Context: an optimization exercise on an open-source flow, tuned for small area and few clock cycles per item. The choices shown serve that exercise and are no tape-out recipe. At most, simulation tests tie the RTL to the original design; equivalence was not proved. For runs 4 and 5, only the layout was checked, not whether the RTL still works. Power is estimated from default activity; no workload was simulated.

File: design/flow/constraint.sdc
create_clock -name core_clock -period 6.0 [get_ports {clk}]
set_input_delay 1.2000 -clock core_clock [delete_from_list [all_inputs] [get_ports {clk}]]
set_output_delay 1.2000 -clock core_clock [all_outputs]
set_load 0.01 [all_outputs]
File: design/flow/design.v
module cell_hist_accum #(
  parameter int IMAGE_WIDTH        = 64,
  parameter int IMAGE_HEIGHT       = 480,
  parameter int CELL_ROW_PIXELS    = 8,
  parameter int CELL_COLUMN_PIXELS = 8,
  parameter int BIN_WIDTH          = 14,
  parameter int BINS               = 9,
  parameter int MAG_WIDTH          = 8,
  parameter int HISTOGRAM_WIDTH    = BIN_WIDTH*(BINS+1)
) (
  input  logic                       clk,
  input  logic                       rst,
  input  logic                       in_valid,
  output logic                       in_ready,
  input  logic [3:0]                 bin_index,
  input  logic [MAG_WIDTH-1:0]       magnitude,
  output logic                       out_valid,
  input  logic                       out_ready,
  output logic [HISTOGRAM_WIDTH-1:0] cell_histogram,
  output logic                       out_last
);
  function automatic logic [13:0] radd(input logic [13:0] a, input logic [13:0] b);
    logic c;
    c = 1'b0;
    for (int i = 0; i < 14; i++) begin
      radd[i] = a[i] ^ b[i] ^ c;
      c = (a[i] & b[i]) | (a[i] & c) | (b[i] & c);
    end
  endfunction
  logic [5:0]  ph;         
  logic [2:0]  cx, px;     
  logic [2:0]  yl;         
  logic [5:0]  yr;         
  logic [7:0]  pending;    
  logic [2:0]  cap_col;    
  logic accept, acc_last;
  logic first_row, last_row, frame_end;
  assign first_row = (yl == 3'd0);
  assign last_row  = (yl == 3'd7);
  assign frame_end = last_row && (yr == 6'd59) && (cx == 3'd7);
  assign in_ready = (ph[5:3] == cx) && ((px != 3'd7) || (ph[2:0] == 3'd7)) &&
                    !((px == 3'd0) && first_row && pending[cx]);
  assign accept   = in_valid && in_ready && !rst;
  assign acc_last = accept && (px == 3'd7);
  always_ff @(posedge clk) begin
    if (rst) begin
      ph <= 6'd57;
      cx <= '0; px <= '0; yl <= '0; yr <= '0;
    end else begin
      ph <= ph + 6'd1;
      if (accept) begin
        px <= px + 3'd1;
        if (px == 3'd7) begin
          cx <= cx + 3'd1;
          if (cx == 3'd7) begin
            yl <= yl + 3'd1;
            if (yl == 3'd7) yr <= (yr == 6'd59) ? 6'd0 : yr + 6'd1;
          end
        end
      end
    end
  end
  logic [13:0] ra [64];
  logic        pv, dv;     
  logic [3:0]  pq, dq;     
  logic [8:0]  pm;         
  logic [7:0]  dm;
  logic [3:0]  nq;
  logic        nv, same;
  logic [7:0]  hc, hd;
  logic [8:0]  addend [8];
  assign nv   = accept && !bin_index[3];
  assign nq   = {1'b0, bin_index[2:0]} + {1'b0, ph[2:0]};
  assign same = nv && !nq[0] && pv && pq[0] && (nq == pq + 4'd1);
  always_ff @(posedge clk) begin
    pv <= nv;
    pq <= nq;
    pm <= same ? 9'(radd({6'd0, magnitude}, {6'd0, pm[7:0]})) : {1'b0, magnitude};
    dv <= pv && pq[0];
    dq <= pq;
    dm <= pm[7:0];
  end
  always_comb begin
    for (int i = 0; i < 8; i++) begin
      hc[i] = pv && !pq[0] && (pq[3:1] == 3'(i));
      hd[i] = dv && (dq[3:1] + 3'd1 == 3'(i));
      addend[i] = hc[i] ? pm : (hd[i] ? {1'b0, dm} : 9'd0);
    end
  end
  logic [5:0] gph;
  logic [2:0] gc;
  logic       clr;
  assign gph = ph + 6'd7;
  assign gc  = gph[5:3];
  assign clr = !pending[gc] && !((gc == cx) && (px != 3'd0)) &&
               ((gc < cx) ? last_row : first_row);
  logic [13:0] wsum [8];
  for (genvar i = 0; i < 8; i++) begin : g_add
    cell_hist_add u_add (.a(ra[2*i]), .b(addend[i]), .s(wsum[i]));
  end
  always_ff @(posedge clk) begin
    ra[0] <= clr ? 14'd0 : ra[63];
    for (int i = 0; i < 8; i++) begin
      ra[2*i+1] <= wsum[i];
      if (i < 7) ra[2*i+2] <= ra[2*i+1];
    end
    for (int s = 16; s < 64; s++)
      ra[s] <= ra[s-1];
  end
  logic [10:0] r8, r8_next;
  logic [1:0]  r8s [8];    
  logic        r8_mask;    
  logic        bcy;        
  logic [1:0]  rb [64];
  logic [2:0]  bsum;
  assign r8_next = 11'(radd({3'd0, (accept && px == 3'd0) ? 11'd0 : r8},
                            (accept && bin_index == 4'd8) ? {6'd0, magnitude} : 14'd0));
  always_ff @(posedge clk) begin
    r8 <= r8_next;
    if (acc_last) begin
      for (int k = 0; k < 5; k++) r8s[k] <= r8_next[2*k +: 2];
      r8s[5] <= {1'b0, r8_next[10]};
      r8s[6] <= 2'b00;
      r8s[7] <= {1'b0, frame_end};
    end else begin
      for (int k = 0; k < 7; k++) r8s[k] <= r8s[k+1];
      r8s[7] <= 2'b00;
    end
    if (ph[2:0] == 3'd7) r8_mask <= acc_last && first_row;
  end
  assign bsum = (r8_mask ? 3'd0 : {1'b0, rb[63]}) + {1'b0, r8s[0]} +
                {2'b00, bcy && (ph[2:0] != 3'd0)};
  always_ff @(posedge clk) begin
    bcy   <= bsum[2];
    rb[0] <= bsum[1:0];
    for (int s = 1; s < 64; s++) rb[s] <= rb[s-1];
  end
  logic [13:0] oa [8];
  logic [1:0]  ob [8];
  logic [13:0] tot;
  logic        o_fill;
  logic        start, shift;
  logic [2:0]  k;
  logic [13:0] bterm;
  assign k     = ph[2:0];
  assign start = (k == 3'd0) && pending[cap_col] && (ph[5:3] == cap_col + 3'd2) &&
                 (!out_valid || out_ready);
  assign shift = start || o_fill;
  assign bterm = 14'(rb[7]) << (2*k);
  always_ff @(posedge clk) begin
    if (rst) begin
      pending   <= '0;
      cap_col   <= '0;
      o_fill    <= 1'b0;
      out_valid <= 1'b0;
    end else begin
      if (acc_last && last_row) pending[cx] <= 1'b1;
      if (start) begin
        pending[cap_col] <= 1'b0;
        cap_col <= cap_col + 3'd1;
      end
      o_fill <= start || (o_fill && (k != 3'd7));
      if (o_fill && (k == 3'd7)) out_valid <= 1'b1;
      else if (out_ready)        out_valid <= 1'b0;
    end
  end
  always_ff @(posedge clk) begin
    if (shift) begin
      oa[0] <= ra[22];
      for (int i = 1; i < 8; i++) oa[i] <= oa[i-1];
      ob[7] <= rb[7];
      for (int i = 0; i < 7; i++) ob[i] <= ob[i+1];
      tot <= ((k == 3'd0) ? 14'd0 : tot) + ra[22] + bterm;
    end
  end
  always_comb begin
    for (int b = 0; b < 8; b++) cell_histogram[14*b +: 14] = oa[b];
    for (int i = 0; i < 7; i++) cell_histogram[112 + 2*i +: 2] = ob[i];
    cell_histogram[126 +: 14] = tot;
  end
  assign out_last = ob[7][0];
endmodule
module cell_hist_add (
  input  logic [13:0] a,
  input  logic [8:0]  b,
  output logic [13:0] s
);
  logic [14:0] c;
  always_comb begin
    c[0] = 1'b0;
    for (int i = 0; i < 14; i++) begin
      s[i]   = a[i] ^ (i < 9 ? b[i] : 1'b0) ^ c[i];
      c[i+1] = (a[i] & (i < 9 ? b[i] : 1'b0)) | (a[i] & c[i]) | ((i < 9 ? b[i] : 1'b0) & c[i]);
    end
  end
endmodule
File: design/flow/flow/run.sh
#!/bin/bash
# The standard layout (standard.sh, unchanged synthesis, floorplan, power grid and
# routing), with two changes: the port buffers are the smallest buffer cell, and
# clock tree synthesis inserts no dummy loads.
set -euo pipefail
export BUFFER_PORTS_ARGS="-buffer_cell sky130_fd_sc_hd__buf_1"
export CTS_ARGS="-sink_clustering_enable -repair_clock_nets -dont_use_dummy_load -buf_list sky130_fd_sc_hd__clkbuf_4 -root_buf sky130_fd_sc_hd__clkbuf_16 -tree_buf sky130_fd_sc_hd__clkbuf_16 -sink_clustering_size 12 -sink_clustering_max_diameter 40"
bash standard.sh > standard.log 2>&1
File: design/flow/standard.sh
#!/bin/bash
# synth_recipe.tcl (not shown) runs the flow's synth.tcl, then flattens the netlist and writes it again
# the make line also repeats each setting of config.mk as NAME=value (left out here)
make -C /OpenROAD-flow-scripts/flow DESIGN_CONFIG=/design/flow/config.mk WORK_HOME=/design/flow/orfs CLKGATE_MAP_FILE= SYNTH_SCRIPT=/design/flow/synth_recipe.tcl "${@:-finish}"
File: design/flow/config.mk
export PLATFORM = sky130hd
export DESIGN_NAME = cell_hist_accum
export DESIGN_NICKNAME = cell_hist_accum
export VERILOG_FILES = /design/flow/design.v
export SDC_FILE = /design/flow/constraint.sdc
export NUM_CORES = 4
export LEC_CHECK = 0
export CAP_MARGIN = 20
export CORE_MARGIN = 2
export CORE_UTILIZATION = 70
export SLEW_MARGIN = 20
export SYNTH_HIERARCHICAL = 1
==> results of run 1 <==
==> cells in the mapped netlist, types with 9 or more instances <==
master	n
nor2_1	43
a21oi_1	17
nand2_1	32
nor3_1	18
ha_1	84
inv_1	40
mux2_2	16
buf_1	15
xnor2_1	22
xor2_1	25
o21ai_0	15
mux2i_1	12
and2_1	52
nand3_1	9
edfxtp_1	143
dfxtp_1	1109
a22o_1	64
nand2b_1	20
fa_1	95
clkbuf_1	13
==> path summary, 6_finish.rpt <==
path	startpoint	end	slack (ns)
max	pq[3]	ra[11][13]	0.24
min	rb[20][0]	rb[21][0]	0.28
max reg2reg	pq[3]	ra[11][13]	0.24
min reg2reg	rb[20][0]	rb[21][0]	0.28
==> metrics by stage <==
stage / area [um^2] / cells / power, mW / hold WS (ns)
6_report: 35400 / 2804 / 12.4 / 0.281
5_1_grt: 35400 / 2804 / 12.9 / 0.290
4_1_cts: 35300 / 2804 / 12.5 / 0.284
3_5_place_dp: 34000 / 2670 / 8.86 / 0.312
3_3_place_gp: 34000 / 2670 / 8.85 / 0.310
2_1_floorplan: 32700 / 1928 / 8.80 / 0.310
==> power groups by stage <==
stage	sequential (mW)	combinational [mW]	clock, mW
finish	8.50	0.166	3.75
CTS	8.50	0.166	3.88
global placement	8.69	0.159	0
floorplan	8.67	0.130	0
global route	8.51	0.186	4.21
detailed placement	8.69	0.164	0
==> final cells by class <==
| type | instances | area, um^2 |
|---|---|---|
| flip-flops and latches | 1252 | 26500 |
| fillers | 2761 | 11000 |
| multi-input cells | 597 | 5920 |
| clock buffers | 134 | 1300 |
| well taps | 607 | 759 |
| repair buffers | 174 | 726 |
| inverters | 40 | 150 |
==> worst max-delay path, cell delays in order (launching register included) <==
cell and delay (ns):
dfxtp_1 0.41, nand3b_1 0.20, nor2_2 0.39, nor3_1 0.24
a22o_1 0.24, ha_1 0.19, fa_1 0.38, fa_1 0.38
fa_1 0.38, fa_1 0.38, fa_1 0.41, fa_1 0.41
fa_1 0.39, fa_1 0.38, ha_1 0.19, ha_1 0.18
ha_1 0.18, ha_1 0.18, xor2_1 0.16
==> kinds of logic (layout without fill, tap and decap cells) <==
kind of cell | Yosys count | count (layout) | share of synthesized area (%)
compound gates | 126 | 126 | 2.91
buf+inv | 79 | 348 | 1.01
mux | 33 | 33 | 1.27
simple gates | 211 | 211 | 3.52
xor+xnor | 48 | 48 | 1.31
flops | 1252 | 1252 | 81.0
fa+ha+maj | 179 | 179 | 9.02
==> sequential cells by signal, summed over array words and instances (netlist names), 3 cells and up <==
register and flops:
r8 11, yl 3, dm 8, ra 896, pq 4, ob 16
cx 3, px 3, pending 8, tot 14, oa 112, dq 3
cap_col 3, ph 6, pm 9, r8s 13, yr 6, rb 128
==> routing by layer <==
| layer | global-route usage [%] | part of all wire (%) |
|---|---|---|
| met5 | 0 | 0 |
| met1 | 29.3 | 47 |
| met2 | 31.9 | 45 |
| met4 | 9.11 | 2.9 |
| met3 | 5.95 | 5.2 |
==> Yosys stat by module (local to each module, per instance) <==
module | copies in the design | cells inside
cell_hist_add | 8 | 14
cell_hist_accum | 1 | 1816
==> what timing repair did <==
| action | CTS | global route |
|---|---|---|
| resized for setup | 0 | 2 |
| endpoints found under the hold margin | 0 | 0 |
| endpoints found under the setup margin | 0 | 3 |
==> results.sh, run 1 <==
export IMPL_hpwl_um=31300
export IMPL_globalRouteOverflowTotal=0
export IMPL_syn_to_final_growth_pct=8.02
export IMPL_route_antenna_remaining_nets=0
export IMPL_switchingPower_mw=2.48
export IMPL_r2r_cells=18
export IMPL_drc_errors=0
export IMPL_crit_path_start_kind="flop"
export IMPL_tightest_slew_ns=1.11
export IMPL_wire_per_inst_um=17.3
export IMPL_p_sw_share_pct=20.0
export IMPL_grt_max_degree=64
export IMPL_cp_max_fo=10
export IMPL_globalplace_congestion=0.871
export IMPL_syn_avg_cell_area_um2=17.0
export IMPL_min_path_type="reg -> reg"
export IMPL_postSynthCellCount=1928
export IMPL_post_route_period_util_pct=96.0
export IMPL_fp_coreArea_um2=46400
export IMPL_yosysSeqAreaShare_pct=81.0
export IMPL_cellLeakagePower_nw=14.5
export IMPL_cts_tree="done"
export IMPL_final_common_cell="dfxtp_1"
export IMPL_nets=2394
export IMPL_clock_sinks=1252
export IMPL_setup_violations_final=0
export IMPL_yosys_area_top_type="dfxtp_1"
export IMPL_dieArea_um2=48500
export IMPL_firstDrtPassIters=5
export IMPL_finalCriticalPeriod_ns=5.76
export IMPL_drt_iter0_markers=717
export IMPL_power_frac_seq_pct=68.5
export IMPL_post_route_util_pct=76.3
export IMPL_avgViaCountPerCell=5.07
export IMPL_core_rowCount=79
export IMPL_cp_arrival_ns=6.33
export IMPL_synth_top_cell_area_share_pct=67.8
export IMPL_p_comb_share_pct=1.3
export IMPL_cts_max_path_buffers=3
export IMPL_synth_area_leaders="dfxtp_1 (68%), edfxtp_1 (13%), fa_1 (5.8%), ha_1 (3.2%), a22o_1 (1.7%)"
export IMPL_final_cell_mix="dfxtp_1 (1,109), buf_1 (158), edfxtp_1 (143)"
export IMPL_io_buffers=158
export IMPL_routed_wl_um=48600
export IMPL_grt_use_total_pct=21.2
export IMPL_via_count=14215
export IMPL_ys_warn_count=21
export IMPL_layout_drive_gt1_share_pct=8.42
export IMPL_p_clk_share_pct=30.2
export IMPL_synth_edf_count=143
export IMPL_clock_fmax_ghz=0.174
export IMPL_min_path_cells=0
export IMPL_antenna_found_initial=0
export IMPL_dp_slack_ns=0.119
export IMPL_rsz0062_at_grt="no"
export IMPL_p_int_mw=9.93
export IMPL_synthArstFlopShare_pct=0
export IMPL_powerDensity_nw_per_um2=351
export IMPL_synth_cell_area_um2=32700
export IMPL_dieWidth_um=220
export IMPL_cts_buffers=134
export IMPL_clk_latency_ns=0.68
export IMPL_outcome="no timing/DRC/antenna violations"
export IMPL_first_global_vias=14750
export IMPL_synthesis_nets=2123
export IMPL_post_cts_buffers=0
export IMPL_diodes=0
export IMPL_postCtsHoldBufs=0
export IMPL_cts_root_buf="clkbuf_16"
export IMPL_finalSetupTns_ns=0
export IMPL_drv_cap=0
export IMPL_die_h_um=220
export IMPL_initial_core_util_pct=70.6
export IMPL_htree_levels=4
export IMPL_path_clk_slew_ns=0.11
export IMPL_timing_final_max_slew_violations=0
export IMPL_critPathRequiredTime_ns=6.57
export IMPL_slew_headroom_pct=25.2
export IMPL_critical_path_class="reg -> reg"
export IMPL_hold_violations=0
export IMPL_synth_seq_cells=1252
export IMPL_grt_first_pass_wirelength_um=77200
export IMPL_yosysUniqueCellTypes=56
export IMPL_synth_ff_type="dfxtp_1"
export IMPL_ir_worst_vdd_v=0.000277
export IMPL_ioPinCount=159
export IMPL_clock_skew_ns=0.0780
export IMPL_postLayoutSetupSlackWorst_ns=0.243
export IMPL_cp_end_kind="flop"
Testbench counts, summed over its fixed seeds: cycles 491,712, pixels 491,520.
==> inputs of run 2 (changes only) <==
==> design/flow/flow/run.sh (replaced) <==
#!/bin/bash
# The standard layout (standard.sh, unchanged synthesis, floorplan, power grid and
# routing), with two changes: the port buffers are the smallest buffer cell, and
# clock tree synthesis inserts no dummy loads.
set -euo pipefail
export BUFFER_PORTS_ARGS="-buffer_cell sky130_fd_sc_hd__buf_1"
export CTS_ARGS="-sink_clustering_enable -repair_clock_nets -dont_use_dummy_load -buf_list sky130_fd_sc_hd__clkbuf_4 -sink_clustering_size 12 -sink_clustering_max_diameter 40"
bash standard.sh > standard.log 2>&1
--- a/design/flow/config.mk
+++ b/design/flow/config.mk
@@ -7,6 +7,6 @@
 export LEC_CHECK = 0
 export CAP_MARGIN = 20
 export CORE_MARGIN = 2
-export CORE_UTILIZATION = 70
+export CORE_UTILIZATION = 75
 export SLEW_MARGIN = 20
 export SYNTH_HIERARCHICAL = 1
==> results.sh, run 2 <==
export IMPL_timing_final_max_slew_violations=0
export IMPL_firstDrtPassIters=7
export IMPL_globalRouteOverflowTotal=0
export IMPL_post_cts_resized=0
export IMPL_cp_arrival_ns=6.54
export IMPL_initial_core_util_pct=76.0
export IMPL_cp_end_kind="flop"
export IMPL_synth_seq_cells=1252
export IMPL_yosys_top_cells_count="dfxtp_1 (1,109), edfxtp_1 (143), fa_1 (95), ha_1 (84), a22o_1 (64)"
export IMPL_dieArea_um2=45300
export IMPL_final_common_cell="dfxtp_1"
export IMPL_hold_path_end="rb[9][1]"
export IMPL_io_buffers=158
export IMPL_regToRegSetupSlack_ns=0.24
export IMPL_ioPinCount=159
export IMPL_r2r_end="ra[7][13]"
export IMPL_route_antenna_remaining_nets=0
export IMPL_yosysUniqueCellTypes=56
export IMPL_layout_drive_gt1_share_pct=8.21
export IMPL_dieWidth_um=213
export IMPL_globalplace_congestion=0.830
export IMPL_grt_first_pass_wirelength_um=78600
export IMPL_finalCriticalPeriod_ns=5.76
export IMPL_postCtsHoldBufs=0
export IMPL_largest_register_ffs=896
export IMPL_largestRegisters="ra x896, rb x128, oa x112"
export IMPL_slew_headroom_pct=27.8
export IMPL_top_layer="met4"
export IMPL_hpwl_um=32900
export IMPL_drc_errors=0
export IMPL_powerDensity_nw_per_um2=341
export IMPL_min_path_type="reg -> reg"
export IMPL_regMostFlops="ra"
export IMPL_avgViaCountPerCell=5.15
export IMPL_synth_ff_type="dfxtp_1"
export IMPL_ir_worst_vdd_v=0.000253
export IMPL_yosysMostFrequentCell="dfxtp_1"
export IMPL_rsz0062_at_grt="no"
export IMPL_cts_max_path_buffers=3
export IMPL_fp_coreArea_um2=43100
export IMPL_die_h_um=213
export IMPL_htree_levels=4
export IMPL_synthesis_nets=2123
export IMPL_drv_cap=0
export IMPL_clk_latency_ns=0.97
export IMPL_syn_to_final_growth_pct=6.95
export IMPL_routed_wl_um=50000
export IMPL_grt_max_degree=116
export IMPL_wl_met2_um=23500
export IMPL_drt_iter0_markers=887
export IMPL_postSynthCellCount=1928
export IMPL_outcome="no timing/DRC/antenna violations"
export IMPL_clock_fmax_ghz=0.174
export IMPL_nets=2390
export IMPL_final_cell_mix="dfxtp_1 (1,109), buf_1 (158), edfxtp_1 (143)"
export IMPL_ys_warn_count=21
export IMPL_synth_edf_count=143
export IMPL_finalSetupTns_ns=0
export IMPL_grt_use_total_pct=23.4
export IMPL_min_path_cells=0
export IMPL_holdWs_ns=0.280
export IMPL_setup_violations_final=0
export IMPL_nFillCells=2254
export IMPL_hold_violations=0
export IMPL_yosys_area_top_type="dfxtp_1"
export IMPL_wl_met1_um=22400
export IMPL_worstReg2RegStart="pq[0]"
export IMPL_min_from="rb[8][1]"
export IMPL_critical_path_class="reg -> reg"
export IMPL_p_total_mw=11.9
export IMPL_path_clk_slew_ns=0.10
export IMPL_met3_length_um=2790
export IMPL_critPathRequiredTime_ns=6.78
export IMPL_cts_tree="done"
export IMPL_synth_area_leaders="dfxtp_1 (68%), edfxtp_1 (13%), fa_1 (5.8%), ha_1 (3.2%), a22o_1 (1.7%)"
export IMPL_tightest_slew_ns=1.07
export IMPL_via_count=14305
export IMPL_synth_cell_area_um2=32700
export IMPL_first_global_vias=15007
export IMPL_critPathLaunch="pq[0]"
export IMPL_core_rowCount=76
export IMPL_yosysSeqAreaShare_pct=81.0
export IMPL_r2r_cells=18
export IMPL_antenna_found_initial=3
export IMPL_clock_sinks=1252
export IMPL_post_cts_buffers=0
export IMPL_cp_max_fo=8
export IMPL_synth_top_cell_area_share_pct=67.8
export IMPL_cellLeakagePower_nw=14.3
export IMPL_wire_per_inst_um=18.0
export IMPL_synthArstFlopShare_pct=0
export IMPL_syn_avg_cell_area_um2=17.0
export IMPL_cts_buffers=131
export IMPL_crit_path_start_kind="flop"
export IMPL_post_route_period_util_pct=96.0
export IMPL_clock_skew_ns=0.119
export IMPL_cts_root_buf="clkbuf_4"
## run 2: how the worst max path moves through the flow
stage | slack [ns] | end | cells past startpoint
after CTS | 0.24 | ra[7][13] | 18
after global placement | 0.38 | r8s[5] | 18
after floorplan | 0.17 | ra[3][13] | 19
after detailed placement | 0.20 | ra[1][13] | 18
final | 0.24 | ra[7][13] | 18
after global routing | 0.03 | ra[7][13] | 18
## run 2: power by group
group | switching, mW | leakage, nW | internal (mW)
logic | 0.0999 | 3.41 | 0.0670
clock network | 2.26 | 0.603 | 1.01
registers | 0.0441 | 10.3 | 8.46
total | 2.40 | 14.3 | 9.54
## run 2: worst max-delay path, cell delays in order (launching register included)
cell	delay, ns
dfxtp_1	0.35
or3b_2	0.53
nor2_1	0.15
nor3_1	0.16
a22o_1	0.22
ha_1	0.19
fa_1	0.38
fa_1	0.40
fa_1	0.40
fa_1	0.39
fa_1	0.40
fa_1	0.39
fa_1	0.39
fa_1	0.38
ha_1	0.19
ha_1	0.18
ha_1	0.18
ha_1	0.18
xor2_1	0.16
## run 2: cell families (layout without fill, tap and decap cells)
| kind of cell | after synthesis | in the layout | synth area share (%) |
|---|---|---|---|
| AO/OA/AOI/OAI | 126 | 126 | 2.91 |
| XOR/XNOR | 48 | 48 | 1.31 |
| adder cells (fa/ha/maj) | 179 | 179 | 9.02 |
| buffers and inverters | 79 | 344 | 1.01 |
| flip-flops | 1252 | 1252 | 81.0 |
| multiplexers | 33 | 33 | 1.27 |
| other | 0 | 2 | 0 |
| AND/OR/NAND/NOR | 211 | 211 | 3.52 |
## run 2: area by class of cell
type	count	area [um^2]	area share [%]
repair buffers	173	718	2.05
inverters	40	150	0.429
clock buffers	131	983	2.81
well taps	585	732	2.09
flip-flops and latches	1252	26500	75.7
multi-input cells	597	5920	16.9
diodes	2	5.00	0.0143
## run 2: modules after synthesis (local to each module, per instance)
module           cells inside  copies in the design  area [um^2]  flip-flops and latches
cell_hist_accum          1816                     1        30900                    1252
cell_hist_add              14                     8          231                       0
## run 2: layer usage
layer	track usage [%]	vias to the layer above
met4	9.96	0
met3	5.84	93
met1	31.8	6955
met5	0	-
li1	-	6879
met2	36.3	378
## run 2: stage by stage
step | util, % | worst slack [ns] | instances | cell area (um^2)
finish | 81.3 | 0.238 | 2780 | 35000
global route | 81.3 | 0.0326 | 2780 | 35000
CTS | 81.2 | 0.241 | 2778 | 35000
detailed placement | 78.9 | 0.199 | 2647 | 34000
global placement | 78.9 | 0.377 | 2647 | 34000
floorplan | - | 0.174 | 1928 | 32700
==> inputs of run 3 (changes only) <==
--- a/design/flow/config.mk
+++ b/design/flow/config.mk
@@ -7,6 +7,6 @@
 export LEC_CHECK = 0
 export CAP_MARGIN = 20
 export CORE_MARGIN = 2
-export CORE_UTILIZATION = 75
+export CORE_UTILIZATION = 70
 export SLEW_MARGIN = 20
 export SYNTH_HIERARCHICAL = 1
==> results.sh, run 3 <==
export IMPL_outcome="no timing/DRC/antenna violations"
export IMPL_cp_max_fo=10
export IMPL_via_count=14149
export IMPL_syn_to_final_growth_pct=7.15
export IMPL_setup_violations_final=0
export IMPL_cp_end_kind="flop"
export IMPL_synthesis_nets=2123
export IMPL_hpwl_um=31300
export IMPL_clock_fmax_ghz=0.174
export IMPL_grt_use_total_pct=20.9
export IMPL_largest_register_ffs=896
export IMPL_layout_drive_gt1_share_pct=8.42
export IMPL_finalCriticalPeriod_ns=5.75
export IMPL_synth_ff_type="dfxtp_1"
export IMPL_route_antenna_remaining_nets=0
export IMPL_ff_latch_area_um2=26500
export IMPL_regMostFlops="ra"
export IMPL_synth_seq_cells=1252
export IMPL_synth_edf_count=143
export IMPL_cp_arrival_ns=6.59
export IMPL_dieArea_um2=48500
export IMPL_clock_sinks=1252
export IMPL_routed_wl_um=47900
export IMPL_powerDensity_nw_per_um2=342
export IMPL_grt_max_degree=64
export IMPL_nFillCells=2815
export IMPL_syn_avg_cell_area_um2=17.0
export IMPL_ioPinCount=159
export IMPL_antenna_found_initial=2
export IMPL_globalRouteOverflowTotal=0
export IMPL_largestRegisters="ra x896, rb x128, oa x112"
export IMPL_finalSetupTns_ns=0
export IMPL_post_route_util_pct=75.6
export IMPL_synth_cell_area_um2=32700
export IMPL_final_cell_mix="dfxtp_1 (1,109), buf_1 (158), edfxtp_1 (143)"
export IMPL_final_common_cell="dfxtp_1"
export IMPL_firstDrtPassIters=5
export IMPL_synth_top_cell_area_share_pct=67.8
export IMPL_drt_iter0_markers=715
export IMPL_yosysMostFrequentCell="dfxtp_1"
export IMPL_p_total_mw=12.0
export IMPL_ir_worst_vdd_v=0.000277
export IMPL_die_h_um=220
export IMPL_core_rowCount=79
export IMPL_min_path_type="reg -> reg"
export IMPL_drc_errors=0
export IMPL_rsz0062_at_grt="no"
export IMPL_cellLeakagePower_nw=14.4
export IMPL_postCtsHoldBufs=0
export IMPL_critical_path_class="reg -> reg"
export IMPL_yosys_top_cells_count="dfxtp_1 (1,109), edfxtp_1 (143), fa_1 (95), ha_1 (84), a22o_1 (64)"
export IMPL_post_dp_cell_area_um2=34000
export IMPL_grt_first_pass_wirelength_um=76300
export IMPL_postSynthCellCount=1928
export IMPL_cts_buffers=134
export IMPL_multi_input_area_um2=5920
export IMPL_cts_root_buf="clkbuf_4"
export IMPL_synthArstFlopShare_pct=0
export IMPL_io_buffers=158
export IMPL_fin_area_um2=35100
export IMPL_tightest_slew_ns=1.07
export IMPL_cts_max_path_buffers=3
export IMPL_dieWidth_um=220
export IMPL_yosys_area_top_type="dfxtp_1"
export IMPL_yosysSeqAreaShare_pct=81.0
export IMPL_cts_tree="done"
export IMPL_initial_core_util_pct=70.6
export IMPL_yosysUniqueCellTypes=56
export IMPL_postLayoutSetupSlackWorst_ns=0.248
export IMPL_htree_levels=4
export IMPL_clk_latency_ns=0.96
export IMPL_hold_violations=0
export IMPL_path_clk_slew_ns=0.11
export IMPL_first_global_vias=14788
export IMPL_clock_skew_ns=0.0899
export IMPL_ys_warn_count=21
export IMPL_crit_path_start_kind="flop"
export IMPL_timing_final_max_slew_violations=0
export IMPL_critPathRequiredTime_ns=6.84
export IMPL_post_route_period_util_pct=95.9
export IMPL_synth_area_leaders="dfxtp_1 (68%), edfxtp_1 (13%), fa_1 (5.8%), ha_1 (3.2%), a22o_1 (1.7%)"
export IMPL_fp_coreArea_um2=46400
export IMPL_globalplace_congestion=0.871
export IMPL_slew_headroom_pct=28.3
export IMPL_wire_per_inst_um=17.1
export IMPL_dp_slack_ns=0.119
export IMPL_drv_cap=0
export IMPL_avgViaCountPerCell=5.04
export IMPL_nets=2394
==> run 3: worst max-delay path: stages, from the launching register on <==
cell      delay, ns
dfxtp_1        0.41
nand3b_1       0.20
nor2_2         0.40
nor3_1         0.24
a22o_1         0.24
ha_1           0.19
fa_1           0.38
fa_1           0.39
fa_1           0.38
fa_1           0.38
fa_1           0.40
fa_1           0.40
fa_1           0.39
fa_1           0.38
ha_1           0.19
ha_1           0.18
ha_1           0.18
ha_1           0.18
xor2_1         0.16
==> run 3: per-stage QoR <==
| stage | cells | hold slack [ns] |
|---|---|---|
| final | 2809 | 0.289 |
| after global routing | 2808 | 0.279 |
| after CTS | 2804 | 0.276 |
| after detailed placement | 2670 | 0.312 |
| after global placement | 2670 | 0.310 |
| after floorplan | 1928 | 0.310 |
==> run 3: worst paths after layout <==
kind	startpoint	end	slack, ns	cells past startpoint
hold / removal	ra[60][0]	ra[61][0]	0.29	0
setup reg to reg	pq[3]	ra[11][13]	0.25	18
setup / recovery	pq[3]	ra[11][13]	0.25	18
hold reg to reg	ra[60][0]	ra[61][0]	0.29	0
==> run 3: routing by layer <==
metal | vias to the layer above | GRT usage, % | wire [um]
li1 | 6895 | - | -
met1 | 6829 | 28.9 | 22600
met2 | 310 | 31.3 | 21600
met3 | 115 | 5.20 | 2170
met4 | 0 | 9.93 | 1540
met5 | - | 0 | 0
==> run 3: per-module statistics from Yosys (local to each module, per instance) <==
| module | flip-flops and latches | cells inside | copies in the design | area, um^2 |
|---|---|---|---|---|
| cell_hist_add | 0 | 14 | 8 | 231 |
| cell_hist_accum | 1252 | 1816 | 1 | 30900 |
==> run 3: cell families (layout without fill, tap and decap cells) <==
family / Yosys count / in the layout / share of synthesized area [%]
AOI/OAI and AO/OA: 126 / 126 / 2.91
adders and majority gates: 179 / 179 / 9.02
buffers and inverters: 79 / 348 / 1.01
and+or+nand+nor: 211 / 211 / 3.52
xor gates and xnor gates: 48 / 48 / 1.31
other: 0 / 5 / 0
muxes: 33 / 33 / 1.27
DFF: 1252 / 1252 / 81.0
==> run 3: repair_timing <==
action	in CTS	in global routing
resized for setup	0	2
setup buffers	0	0
setup endpoints to repair	0	3
==> run 3: cell type report <==
type	instances	area share [%]
flip-flops and latches	1252	75.6
diodes	5	0.0357
repair buffers	174	2.07
inverters	40	0.428
well taps	607	2.17
multi-input cells	597	16.9
clock buffers	134	2.87
==> run 3: report_power, final <==
| part | switching (mW) | internal, mW | leakage [nW] |
|---|---|---|---|
| combinational | 0.0987 | 0.0675 | 3.41 |
| sequential | 0.0434 | 8.46 | 10.3 |
| clock | 2.28 | 1.03 | 0.617 |
==> inputs of run 4 (changes only) <==
--- a/design/flow/design.v
+++ b/design/flow/design.v
@@ -63,28 +63,27 @@
   logic [13:0] ra [64];
   logic        pv, dv;     
   logic [3:0]  pq, dq;     
-  logic [8:0]  pm;         
-  logic [7:0]  dm;
-  logic [3:0]  nq;
-  logic        nv, same;
+  logic [7:0]  pm, dm;     
   logic [7:0]  hc, hd;
+  logic [8:0]  m2, curm;
+  logic        same;
   logic [8:0]  addend [8];
-  assign nv   = accept && !bin_index[3];
-  assign nq   = {1'b0, bin_index[2:0]} + {1'b0, ph[2:0]};
-  assign same = nv && !nq[0] && pv && pq[0] && (nq == pq + 4'd1);
   always_ff @(posedge clk) begin
-    pv <= nv;
-    pq <= nq;
-    pm <= same ? 9'(radd({6'd0, magnitude}, {6'd0, pm[7:0]})) : {1'b0, magnitude};
+    pv <= accept && !bin_index[3];
+    pq <= {1'b0, bin_index[2:0]} + {1'b0, ph[2:0]};
+    pm <= magnitude;
     dv <= pv && pq[0];
     dq <= pq;
-    dm <= pm[7:0];
+    dm <= pm;
   end
+  assign m2   = 9'(radd({6'd0, pm}, {6'd0, dm}));
+  assign same = pv && !pq[0] && dv && (pq == dq + 4'd1);
+  assign curm = same ? m2 : {1'b0, pm};
   always_comb begin
     for (int i = 0; i < 8; i++) begin
       hc[i] = pv && !pq[0] && (pq[3:1] == 3'(i));
       hd[i] = dv && (dq[3:1] + 3'd1 == 3'(i));
-      addend[i] = hc[i] ? pm : (hd[i] ? {1'b0, dm} : 9'd0);
+      addend[i] = hc[i] ? curm : (hd[i] ? {1'b0, dm} : 9'd0);
     end
   end
   logic [5:0] gph;
==> design/flow/flow/run.sh (replaced) <==
#!/bin/bash
# The standard layout (standard.sh, unchanged synthesis, floorplan, power grid and
# routing), with two changes: the port buffers are the smallest buffer cell, and
# clock tree synthesis inserts no dummy loads.
set -euo pipefail
export BUFFER_PORTS_ARGS="-buffer_cell sky130_fd_sc_hd__buf_1"
export CTS_ARGS="-sink_clustering_enable -repair_clock_nets -dont_use_dummy_load -buf_list sky130_fd_sc_hd__clkbuf_8 -sink_clustering_size 18 -sink_clustering_max_diameter 50"
bash standard.sh > standard.log 2>&1
--- a/design/flow/config.mk
+++ b/design/flow/config.mk
@@ -7,6 +7,6 @@
 export LEC_CHECK = 0
 export CAP_MARGIN = 20
 export CORE_MARGIN = 2
-export CORE_UTILIZATION = 70
+export CORE_UTILIZATION = 65
 export SLEW_MARGIN = 20
 export SYNTH_HIERARCHICAL = 1
==> results.sh, run 4 <==
export IMPL_outcome="no timing/DRC/antenna violations"
export IMPL_nFillCells=3286
export IMPL_final_cell_mix="dfxtp_1 (1,108), buf_1 (158), edfxtp_1 (143)"
export IMPL_dieWidth_um=228
export IMPL_yosysSeqAreaShare_pct=81.1
export IMPL_cts_buffers=86
export IMPL_synth_seq_cells=1252
export IMPL_cp_arrival_ns=6.45
export IMPL_globalRouteOverflowTotal=0
export IMPL_tightest_slew_ns=1.03
export IMPL_switchingPower_mw=2.37
export IMPL_wire_per_inst_um=16.3
export IMPL_synth_cell_area_um2=32700
export IMPL_io_buffers=158
export IMPL_yosysMostFrequentCell="dfxtp_1"
export IMPL_ioPinCount=159
export IMPL_grt_first_pass_wirelength_um=77100
export IMPL_p_comb_share_pct=1.7
export IMPL_fp_coreArea_um2=49900
export IMPL_p_int_mw=9.84
export IMPL_power_frac_seq_pct=69.5
export IMPL_core_rowCount=82
export IMPL_yosysUniqueCellTypes=54
export IMPL_p_clk_share_pct=28.8
export IMPL_critical_path_class="reg -> reg"
export IMPL_timing_final_max_slew_violations=0
export IMPL_syn_to_final_growth_pct=9.43
export IMPL_routed_wl_um=47600
export IMPL_largest_register_ffs=896
export IMPL_nets=2443
export IMPL_synthArstFlopShare_pct=0
export IMPL_ir_worst_vdd_v=0.000229
export IMPL_cellLeakagePower_nw=14.3
export IMPL_antenna_found_initial=4
export IMPL_drt_iter0_markers=623
export IMPL_cp_max_fo=4
export IMPL_diodes=0
export IMPL_min_path_type="reg -> reg"
export IMPL_clk_latency_ns=0.68
export IMPL_cts_tree="done"
export IMPL_largestRegisters="ra x896, rb x128, oa x112"
export IMPL_cp_end_kind="flop"
export IMPL_htree_levels=3
export IMPL_synth_top_cell_area_share_pct=67.9
export IMPL_slew_headroom_pct=31.5
export IMPL_synth_edf_count=143
export IMPL_avgViaCountPerCell=4.85
export IMPL_dieArea_um2=52100
export IMPL_post_route_period_util_pct=98.3
export IMPL_dp_slack_ns=-0.438
export IMPL_initial_core_util_pct=65.5
export IMPL_hpwl_um=31800
export IMPL_cts_max_path_buffers=3
export IMPL_place_inst=2830
export IMPL_powerDensity_nw_per_um2=341
export IMPL_globalplace_congestion=0.865
export IMPL_drv_cap=0
export IMPL_synth_ff_type="dfxtp_1"
export IMPL_syn_avg_cell_area_um2=16.4
export IMPL_instances_no_fill=2918
export IMPL_yosys_top_cells_count="dfxtp_1 (1,109), edfxtp_1 (143), fa_1 (95), nand2_1 (93), ha_1 (84)"
export IMPL_layout_drive_gt1_share_pct=10.1
export IMPL_drc_errors=0
export IMPL_synthesis_nets=2189
export IMPL_firstDrtPassIters=5
export IMPL_grt_max_degree=64
export IMPL_route_antenna_remaining_nets=0
export IMPL_clock_skew_ns=0.0644
export IMPL_cts_root_buf="clkbuf_8"
export IMPL_ys_warn_count=21
export IMPL_setup_violations_final=0
export IMPL_die_h_um=228
export IMPL_rsz0062_at_grt="yes"
export IMPL_postLayoutSetupSlackWorst_ns=0.103
export IMPL_postSynthCellCount=1994
export IMPL_hold_violations=0
export IMPL_first_global_vias=14378
export IMPL_via_count=14162
export IMPL_final_common_cell="dfxtp_1"
export IMPL_path_clk_slew_ns=0.10
export IMPL_regMostFlops="ra"
export IMPL_critPathRequiredTime_ns=6.55
export IMPL_clock_sinks=1252
export IMPL_clock_fmax_ghz=0.170
export IMPL_grt_use_total_pct=19.0
export IMPL_finalCriticalPeriod_ns=5.90
export IMPL_crit_path_start_kind="flop"
export IMPL_yosys_area_top_type="dfxtp_1"
export IMPL_p_sw_share_pct=19.4
export IMPL_synth_area_leaders="dfxtp_1 (68%), edfxtp_1 (13%), fa_1 (5.8%), ha_1 (3.2%), o21ai_0 (1.1%)"
==> run 4: repair_timing <==
| item | 4_1_cts | 5_1_grt |
|---|---|---|
| pin swaps | 5 | 3 |
| buffers inserted | 1 | 2 |
| hold buffers | 0 | 0 |
| gates resized for setup | 65 | 23 |
| setup endpoints to repair | 25 | 16 |
==> run 4: critical path, cell delays in order, from the launching register on <==
cell	delay [ns]
dfxtp_2	0.34
ha_2	0.20
xnor2_2	0.14
xnor2_1	0.12
or4_4	0.59
mux2i_4	0.23
buf_6	0.14
buf_6	0.10
o21ai_1	0.07
ha_2	0.18
fa_2	0.34
fa_2	0.34
fa_2	0.36
fa_2	0.35
fa_2	0.36
fa_2	0.34
fa_2	0.35
fa_2	0.34
ha_1	0.19
ha_1	0.19
ha_1	0.18
ha_1	0.19
xor2_1	0.15
==> run 4: metal layers <==
layer	global-route usage, %	up-vias	part of all wire, %
met2	28.2	252	44
li1	-	6954	-
met4	5.56	6	2.2
met3	4.50	87	4.9
met1	28.2	6863	49
met5	0	-	0.080
==> run 4: Yosys stat by module, one instance, submodules excluded <==
module / flops+latches / cells inside / area, um^2
cell_hist_accum: 1252 / 1882 / 30800
cell_hist_add: 0 / 14 / 231
==> run 4: power groups by stage <==
stage | Sequential [mW] | Combinational [mW] | Clock [mW]
floorplan | 8.67 | 0.132 | 0
global placement | 8.68 | 0.190 | 0
detailed placement | 8.68 | 0.198 | 0
CTS | 8.49 | 0.203 | 3.66
global route | 8.49 | 0.226 | 3.97
finish | 8.49 | 0.205 | 3.52
==> run 4: through the flow <==
stage	hold WS (ns)	power [mW]	setup TNS (ns)	instance area, um^2	utilization, %
2_1_floorplan	0.310	8.80	0	32700	-
3_3_place_gp	0.310	8.87	-3.96	34300	68.9
3_5_place_dp	0.312	8.88	-5.81	34300	68.9
4_1_cts	0.273	12.4	0	35700	71.6
5_1_grt	0.275	12.7	-0.0791	35800	71.7
6_report	0.291	12.2	0	35800	71.7
==> run 4: cell families (layout without fill, tap and decap cells) <==
family                     Yosys count  in the layout  synth area share (%)
adders and majority gates          179            179                  9.04
DFF                               1252           1252                  81.1
buffers and inverters               79            331                 0.961
xor gates and xnor gates            48             48                  1.29
AOI/OAI and AO/OA                  131            131                  2.27
and+or+nand+nor                    275            275                  4.22
muxes                               30             30                  1.14
==> run 4: worst paths after layout <==
kind	endpoint	cells after the start	startpoint	slack [ns]
max	ra[1][13]	22	dq[0]	0.10
min	ra[10][2]	0	ra[9][2]	0.29
max reg2reg	ra[1][13]	22	dq[0]	0.10
min reg2reg	ra[10][2]	0	ra[9][2]	0.29
==> run 4: area by class of cell <==
class                           instances  area (um^2)  area share, %
Sequential cell                      1252        26500           74.1
Tap cell                              672          841           2.35
Inverter                               41          154          0.430
Multi-Input combinational cell        663         6120           17.1
Clock buffer                           86         1180           3.31
Timing Repair Buffer                  204          962           2.69
==> inputs of run 5 (changes only) <==
==> design/flow/run.sh (new file) <==
#!/bin/bash
# synth_recipe.tcl (not shown) runs the flow's synth.tcl, then flattens the netlist and writes it again
# the make line also repeats each setting of config.mk as NAME=value (left out here)
make -C /OpenROAD-flow-scripts/flow DESIGN_CONFIG=/design/flow/config.mk WORK_HOME=/design/flow/orfs CLKGATE_MAP_FILE= SYNTH_SCRIPT=/design/flow/synth_recipe.tcl finish
--- a/design/flow/config.mk
+++ b/design/flow/config.mk
@@ -8,5 +8,8 @@
 export CAP_MARGIN = 20
 export CORE_MARGIN = 2
 export CORE_UTILIZATION = 65
+export CTS_BUF_LIST = sky130_fd_sc_hd__clkbuf_8
+export CTS_CLUSTER_DIAMETER = 50
+export CTS_CLUSTER_SIZE = 18
 export SLEW_MARGIN = 20
 export SYNTH_HIERARCHICAL = 1
removed: design/flow/flow/run.sh
removed: design/flow/standard.sh
==> results.sh, run 5 <==
export IMPL_synth_cell_area_um2=32700
export IMPL_cts_max_path_buffers=3
export IMPL_synth_seq_cells=1252
export IMPL_wire_per_inst_um=16.6
export IMPL_largest_register_ffs=896
export IMPL_nets=2440
export IMPL_hold_violations=0
export IMPL_tightest_slew_ns=0.987
export IMPL_min_path_type="reg -> reg"
export IMPL_powerDensity_nw_per_um2=348
export IMPL_worstReg2RegStart="dq[0]"
export IMPL_htree_levels=3
export IMPL_p_clk_share_pct=32.9
export IMPL_grt_first_pass_wirelength_um=80000
export IMPL_post_route_util_pct=74.7
export IMPL_min_path_cells=0
export IMPL_crit_top_cell="fa_2"
export IMPL_critPathBufInv=1
export IMPL_die_h_um=228
export IMPL_yosys_top_cells_count="dfxtp_1 (1,109), edfxtp_1 (143), fa_1 (95), nand2_1 (93), ha_1 (84)"
export IMPL_ff_latch_area_um2=26500
export IMPL_dieWidth_um=228
export IMPL_regMostFlops="ra"
export IMPL_fp_coreArea_um2=49900
export IMPL_cp_arrival_ns=6.41
export IMPL_hpwl_um=32600
export IMPL_p_total_mw=12.9
export IMPL_postLayoutSetupSlackWorst_ns=0.170
export IMPL_cellLeakagePower_nw=15.0
export IMPL_synthesis_nets=2189
export IMPL_r2r_end="ra[11][13]"
export IMPL_outcome="no timing/DRC/antenna violations"
export IMPL_holdWs_ns=0.312
export IMPL_p_comb_share_pct=1.6
export IMPL_synthArstFlopShare_pct=0
export IMPL_power_frac_seq_pct=65.6
export IMPL_yosys_area_top_type="dfxtp_1"
export IMPL_cts_tree="done"
export IMPL_min_from="ra[5][8]"
export IMPL_ys_warn_count=21
export IMPL_clock_sinks=1252
export IMPL_grt_max_degree=85
export IMPL_initial_core_util_pct=65.5
export IMPL_firstDrtPassIters=5
export IMPL_regToRegSetupSlack_ns=0.17
export IMPL_timing_final_max_slew_violations=0
export IMPL_largestRegisters="ra x896, rb x128, oa x112"
export IMPL_drc_errors=0
export IMPL_critPathRequiredTime_ns=6.58
export IMPL_yosysMostFrequentCell="dfxtp_1"
export IMPL_drt_iter0_markers=743
export IMPL_cts_buffers=88
export IMPL_antenna_found_initial=3
export IMPL_cp_max_fo=8
export IMPL_dp_slack_ns=-0.420
export IMPL_drv_cap=0
export IMPL_io_buffers=158
export IMPL_cp_end_kind="flop"
export IMPL_critPathLaunch="dq[0]"
export IMPL_final_cell_mix="dfxtp_1 (1,108), clkdlybuf4s50_1 (158), edfxtp_1 (143)"
export IMPL_dieArea_um2=52100
export IMPL_p_sw_share_pct=20.4
export IMPL_synth_ff_type="dfxtp_1"
export IMPL_syn_to_final_growth_pct=14.0
export IMPL_route_antenna_remaining_nets=0
export IMPL_globalplace_congestion=0.853
export IMPL_hold_path_end="ra[6][8]"
export IMPL_busiest_layer="met2"
export IMPL_ir_worst_vdd_v=0.000273
export IMPL_p_int_mw=10.3
export IMPL_synth_edf_count=143
export IMPL_nFillCells=3110
export IMPL_ioPinCount=159
export IMPL_path_clk_slew_ns=0.10
export IMPL_critical_path_class="reg -> reg"
export IMPL_synth_top_cell_area_share_pct=67.9
export IMPL_syn_avg_cell_area_um2=16.4
export IMPL_yosysUniqueCellTypes=54
export IMPL_avgViaCountPerCell=4.80
export IMPL_post_route_period_util_pct=97.2
export IMPL_cts_root_buf="clkbuf_8"
export IMPL_crit_path_start_kind="flop"
export IMPL_via_count=14249
export IMPL_routed_wl_um=49200
export IMPL_worst_path_largest_cell_delay_ns=0.59
export IMPL_cpMaxStageDelayCell="or4_4"
export IMPL_postSynthCellCount=1994
export IMPL_met1_usage_pct=27.7
export IMPL_slew_headroom_pct=33.3
export IMPL_finalCriticalPeriod_ns=5.83
export IMPL_clock_skew_ns=0.0261
export IMPL_grt_use_total_pct=19.7
export IMPL_r2r_cells=21
export IMPL_final_common_cell="dfxtp_1"
export IMPL_layout_drive_gt1_share_pct=10.8
export IMPL_met2_usage_pct=30.6
export IMPL_first_global_vias=14993
export IMPL_cp_top_family="adder cells"
export IMPL_globalRouteOverflowTotal=0
export IMPL_yosysSeqAreaShare_pct=81.1
export IMPL_crit_chain="ha_2 > xnor2_2 > xnor2_1 > or4_4 > mux2i_4 > buf_12 > o21ai_1 > ha_2 > fa_2 > fa_2 > fa_2 > fa_2 > fa_2 > fa_2 > fa_2 > fa_2 > ha_1 > ha_1 > ha_1 > ha_1 > xor2_1"
export IMPL_grt_use_met3_pct=5.24
export IMPL_setup_violations_final=0
export IMPL_multi_input_area_um2=6090
export IMPL_core_rowCount=82
export IMPL_clock_fmax_ghz=0.172
export IMPL_synth_area_leaders="dfxtp_1 (68%), edfxtp_1 (13%), fa_1 (5.8%), ha_1 (3.2%), o21ai_0 (1.1%)"
export IMPL_switchingPower_mw=2.65
export IMPL_diodes=0
export IMPL_rsz0062_at_grt="yes"
export IMPL_clk_latency_ns=0.70
-- run 5: Yosys stat by module (local to each module, per instance) --
module / cells / copies in the design
cell_hist_accum: 1882 / 1
cell_hist_add: 14 / 8
-- run 5: metal layers --
| layer | vias up | routed length [um] |
|---|---|---|
| met1 | 6913 | 23100 |
| met5 | - | 0 |
| met2 | 251 | 22400 |
| li1 | 7003 | - |
| met3 | 82 | 2610 |
| met4 | 0 | 1150 |
-- run 5: worst register-to-register path: stages (launching register included) --
cell and delay (ns):
dfxtp_2 0.34, ha_2 0.19, xnor2_2 0.13, xnor2_1 0.12
or4_4 0.59, mux2i_4 0.21, buf_12 0.14, o21ai_1 0.07
ha_2 0.17, fa_2 0.34, fa_2 0.34, fa_2 0.38
fa_2 0.41, fa_2 0.35, fa_2 0.36, fa_2 0.35
fa_2 0.34, ha_1 0.19, ha_1 0.18, ha_1 0.18
ha_1 0.18, xor2_1 0.15
-- run 5: power by group through the flow --
stage	sequential [mW]	clock, mW	combinational (mW)
floorplan	8.67	0	0.132
global placement	8.68	0	0.193
detailed placement	8.68	0	0.200
CTS	8.49	4.39	0.205
global route	8.49	4.70	0.229
finish	8.49	4.25	0.206
-- run 5: stage by stage --
stage / cells / TNS, ns / instance area [um^2]
detailed placement: 2826 / -6.66 / 35300
global placement: 2826 / -3.90 / 35300
global route: 2966 / -0.0504 / 37200
CTS: 2966 / 0 / 37200
finish: 2966 / 0 / 37200
floorplan: 1994 / 0 / 32700
-- run 5: kinds of logic after synthesis --
group / after synthesis / share of synthesized area [%]
mux: 30 / 1.14
buf+inv: 79 / 0.961
simple gates: 275 / 4.22
xor+xnor: 48 / 1.29
flops: 1252 / 81.1
compound gates: 131 / 2.27
fa+ha+maj: 179 / 9.04
-- run 5: what timing repair did --
item | 4_1_cts | 5_1_grt
endpoints found under the setup margin | 25 | 16
resized for setup | 39 | 30
setup buffers | 1 | 0
pin swaps | 3 | 4
hold buffers | 0 | 0
-- run 5: worst max path at each step --
stage	end	slack (ns)	cells after the start
floorplan	ra[11][13]	0.03	21
global placement	ra[13][13]	-0.30	20
detailed placement	ra[13][13]	-0.42	20
CTS	ra[11][13]	0.005	21
global route	ra[11][13]	-0.03	21
finish	ra[11][13]	0.17	21
-- run 5: cell type report --
| class | instances | share of cell area, % |
|---|---|---|
| sequential | 1252 | 71.2 |
| inverter | 41 | 0.413 |
| multi-input combinational | 663 | 16.4 |
| clock buffer | 91 | 3.36 |
| clock inverter | 48 | 1.32 |
| tap | 672 | 2.26 |
| timing repair buffer | 199 | 5.14 |
==> inputs of run 6 (changes only) <==
--- a/design/flow/design.v
+++ b/design/flow/design.v
@@ -63,27 +63,28 @@
   logic [13:0] ra [64];
   logic        pv, dv;     
   logic [3:0]  pq, dq;     
-  logic [7:0]  pm, dm;     
+  logic [8:0]  pm;         
+  logic [7:0]  dm;
+  logic [3:0]  nq;
+  logic        nv, same;
   logic [7:0]  hc, hd;
-  logic [8:0]  m2, curm;
-  logic        same;
   logic [8:0]  addend [8];
+  assign nv   = accept && !bin_index[3];
+  assign nq   = {1'b0, bin_index[2:0]} + {1'b0, ph[2:0]};
+  assign same = nv && !nq[0] && pv && pq[0] && (nq == pq + 4'd1);
   always_ff @(posedge clk) begin
-    pv <= accept && !bin_index[3];
-    pq <= {1'b0, bin_index[2:0]} + {1'b0, ph[2:0]};
-    pm <= magnitude;
+    pv <= nv;
+    pq <= nq;
+    pm <= same ? 9'(radd({6'd0, magnitude}, {6'd0, pm[7:0]})) : {1'b0, magnitude};
     dv <= pv && pq[0];
     dq <= pq;
-    dm <= pm;
+    dm <= pm[7:0];
   end
-  assign m2   = 9'(radd({6'd0, pm}, {6'd0, dm}));
-  assign same = pv && !pq[0] && dv && (pq == dq + 4'd1);
-  assign curm = same ? m2 : {1'b0, pm};
   always_comb begin
     for (int i = 0; i < 8; i++) begin
       hc[i] = pv && !pq[0] && (pq[3:1] == 3'(i));
       hd[i] = dv && (dq[3:1] + 3'd1 == 3'(i));
-      addend[i] = hc[i] ? curm : (hd[i] ? {1'b0, dm} : 9'd0);
+      addend[i] = hc[i] ? pm : (hd[i] ? {1'b0, dm} : 9'd0);
     end
   end
   logic [5:0] gph;
==> results.sh, run 6 <==
export IMPL_outcome="no timing/DRC/antenna violations"
export IMPL_antenna_found_initial=1
export IMPL_ir_worst_vdd_v=0.000313
export IMPL_crit_top_cell="fa_1"
export IMPL_grt_max_degree=52
export IMPL_hpwl_um=31600
export IMPL_diodes=0
export IMPL_setup_violations_final=0
export IMPL_rsz0062_at_grt="no"
export IMPL_core_rowCount=82
export IMPL_worst_path_stages=18
export IMPL_cellLeakagePower_nw=15.1
export IMPL_critical_path_class="reg -> reg"
export IMPL_critPathBufInv=0
export IMPL_path_clk_slew_ns=0.10
export IMPL_min_from="ra[7][12]"
export IMPL_synth_top_cell_area_share_pct=67.8
export IMPL_synth_cell_area_um2=32700
export IMPL_via_count=14003
export IMPL_largest_register_ffs=896
export IMPL_syn_avg_cell_area_um2=17.0
export IMPL_globalRouteOverflowTotal=0
export IMPL_avgViaCountPerCell=4.87
export IMPL_ioPinCount=159
export IMPL_clock_fmax_ghz=0.175
export IMPL_synth_seq_cells=1252
export IMPL_post_cts_buffers=0
export IMPL_largestRegisters="ra x896, rb x128, oa x112"
export IMPL_grt_use_total_pct=19.3
export IMPL_fp_coreArea_um2=50000
export IMPL_layout_drive_gt1_share_pct=8.21
export IMPL_hold_path_end="ra[8][12]"
export IMPL_min_path_cells=0
export IMPL_cts_tree="done"
export IMPL_yosys_top_cells_count="dfxtp_1 (1,109), edfxtp_1 (143), fa_1 (95), ha_1 (84), a22o_1 (64)"
export IMPL_wire_per_inst_um=16.9
export IMPL_r2r_end="ra[1][13]"
export IMPL_regToRegSetupSlack_ns=0.27
export IMPL_worst_path_largest_cell_delay_ns=0.53
export IMPL_crit_path_start_kind="flop"
export IMPL_synthArstFlopShare_pct=0
export IMPL_postSynthCellCount=1928
export IMPL_cp_max_fo=8
export IMPL_dieArea_um2=52200
export IMPL_clk_latency_ns=0.70
export IMPL_min_path_type="reg -> reg"
export IMPL_cp_end_kind="flop"
export IMPL_yosysMostFrequentCell="dfxtp_1"
export IMPL_drv_cap=0
export IMPL_ys_warn_count=21
export IMPL_drt_iter0_markers=699
export IMPL_tightest_slew_ns=1.05
export IMPL_cpMaxStageDelayCell="or3b_2"
export IMPL_firstDrtPassIters=4
export IMPL_hold_violations=0
export IMPL_syn_to_final_growth_pct=12.8
export IMPL_clock_sinks=1252
export IMPL_synth_edf_count=143
export IMPL_first_global_vias=14801
export IMPL_critPathRequiredTime_ns=6.58
export IMPL_route_antenna_remaining_nets=0
export IMPL_die_h_um=228
export IMPL_htree_levels=3
export IMPL_finalCriticalPeriod_ns=5.73
export IMPL_cts_buffers=90
export IMPL_cts_root_buf="clkbuf_8"
export IMPL_r2r_cells=18
export IMPL_initial_core_util_pct=65.5
export IMPL_slew_headroom_pct=29.7
export IMPL_yosysUniqueCellTypes=56
export IMPL_nets=2353
export IMPL_synthesis_nets=2123
export IMPL_clock_skew_ns=0.0320
export IMPL_routed_wl_um=48600
export IMPL_yosysSeqAreaShare_pct=81.0
export IMPL_drc_errors=0
export IMPL_regMostFlops="ra"
export IMPL_synth_area_leaders="dfxtp_1 (68%), edfxtp_1 (13%), fa_1 (5.8%), ha_1 (3.2%), a22o_1 (1.7%)"
export IMPL_post_route_period_util_pct=95.5
export IMPL_cts_max_path_buffers=3
export IMPL_powerDensity_nw_per_um2=351
export IMPL_worstReg2RegStart="pq[0]"
export IMPL_finalSetupTns_ns=0
export IMPL_dieWidth_um=228
export IMPL_timing_final_max_slew_violations=0
export IMPL_yosys_area_top_type="dfxtp_1"
export IMPL_globalplace_congestion=0.853
export IMPL_crit_chain="or3b_2 > nor3_2 > nor3_2 > a22o_1 > ha_1 > fa_1 > fa_1 > fa_1 > fa_1 > fa_1 > fa_1 > fa_1 > fa_1 > ha_1 > ha_1 > ha_1 > ha_1 > xor2_1"
export IMPL_synth_ff_type="dfxtp_1"
export IMPL_grt_first_pass_wirelength_um=78800
export IMPL_io_buffers=158
export IMPL_p_total_mw=13.0
export IMPL_cp_top_family="adder cells"
export IMPL_final_cell_mix="dfxtp_1 (1,109), clkdlybuf4s50_1 (158), edfxtp_1 (143)"
export IMPL_cp_arrival_ns=6.31
export IMPL_final_common_cell="dfxtp_1"
## run 6: changes by cell type after synthesis, moves of 7 or more
cell / before / now
a22o_1: 0 / 64
nand2_1: 93 / 32
o21ai_0: 72 / 15
nand3_1: 30 / 9
buf_1: 0 / 15
mux2_2: 1 / 16
clkbuf_1: 26 / 13
and2_1: 43 / 52
nand2b_1: 11 / 20
nor3_1: 9 / 18
clkbuf_2: 8 / 0
mux2_1: 7 / 0
## run 6: through the flow
stage,hold slack (ns),instance area (um^2),instances,util (%),setup slack [ns]
final,0.313,36900,2876,73.9,0.273
after global routing,0.322,36900,2876,73.9,0.00471
after CTS,0.318,36900,2876,73.9,0.114
after detailed placement,0.312,35100,2738,70.3,0.120
after global placement,0.310,35100,2738,70.3,0.347
after floorplan,0.310,32700,1928,-,0.174
## run 6: worst register-to-register path, delay by kind of cell (launching register included)
family	cells	cell delay [ns]
adders and majority gates	13	4.05
and+or+nand+nor	3	0.85
DFF	1	0.36
AOI/OAI and AO/OA	1	0.19
xor gates and xnor gates	1	0.16
## run 6: cell families (layout without fill, tap and decap cells)
logic type / after synthesis / after routing / share of synthesized area [%]
DFF: 1252 / 1252 / 81.0
and+or+nand+nor: 211 / 211 / 3.52
adders and majority gates: 179 / 179 / 9.02
AOI/OAI and AO/OA: 126 / 126 / 2.91
buffers and inverters: 79 / 355 / 1.01
xor gates and xnor gates: 48 / 48 / 1.31
muxes: 33 / 33 / 1.27
## run 6: modules after synthesis, one instance, submodules excluded
| module | flops+latches | copies in the design |
|---|---|---|
| cell_hist_accum | 1252 | 1 |
| cell_hist_add | 0 | 8 |
## run 6: power breakdown
| group | total (mW) | switching, mW | internal [mW] |
|---|---|---|---|
| combinational | 0.178 | 0.104 | 0.0739 |
| clock | 4.29 | 2.54 | 1.75 |
| sequential | 8.50 | 0.0431 | 8.46 |
| total | 13.0 | 2.69 | 10.3 |
## run 6: layout make-up
| class | instances | area (um^2) |
|---|---|---|
| Tap cell | 672 | 841 |
| Clock buffer | 100 | 1380 |
| Inverter | 40 | 150 |
| Clock inverter | 38 | 399 |
| Multi-Input combinational cell | 597 | 5920 |
| Sequential cell | 1252 | 26500 |
| Timing Repair Buffer | 177 | 1740 |
| Fill cell | 3116 | 13000 |
## run 6: how the worst max path moves through the flow
stage / start / endpoint / slack (ns)
6_report: pq[0] / ra[1][13] / 0.27
5_1_grt: pq[1] / ra[11][13] / 0.005
4_1_cts: pq[1] / ra[11][13] / 0.11
3_5_place_dp: pq[0] / ra[11][13] / 0.12
3_3_place_gp: in_valid / r8s[5] / 0.35
2_1_floorplan: pq[0] / ra[3][13] / 0.17
## run 6: routing by layer
layer	global-route usage, %	vias up	wire (um)
met5	0	-	0
met1	27.6	6848	23200
met4	5.86	0	928
li1	-	6804	-
met2	29.7	271	21900
met3	4.70	80	2560
## run 6: what timing repair did
action | CTS | global route
gates resized for setup | 0 | 2
hold buffers | 0 | 0
setup endpoints to repair | 0 | 3
Testbench counts of run 6, summed over its fixed seeds: cycles 491,712, pixels 491,520.

[what the ideal ports hide]
Ports are ideal in the flow. The routed layouts listed here were re-timed in OpenROAD. Step 1: set_driving_cell puts a clkbuf_16 on clk and a buf_2 on each other input, an assumption about the parent block. Step 2, shift: input delay + t, output delay - t, t = (earliest + latest rising clock arrival at the registers) / 2. This alone moves slack from input paths to output paths. Slacks: no drivers / after step 1 / after step 2; pairs: no drivers / after step 1.
run | t, ns | setup slack, ns | worst setup path after step 2 | worst data-port slew with drivers (ns)
run 1 | 0.701 | 0.243 / 0.243 / 0.243 | register to register | 0.04
run 2 | 0.967 | 0.238 / 0.238 / 0.238 | register to register | 0.03
run 3 | 0.970 | 0.248 / 0.248 / 0.248 | register to register | 0.04
run 4 | 0.705 | 0.103 / 0.103 / 0.103 | register to register | 0.09
run 5 | 0.737 | 0.170 / 0.170 / 0.170 | register to register | 0.04
run 6 | 0.734 | 0.273 / 0.273 / 0.216 | input to register | 0.04
After both steps every run listed still meets setup and hold. For run 6, which loses most, drivers alone change the setup slack by 0.000 ns; drivers and shift together by -0.057 ns.
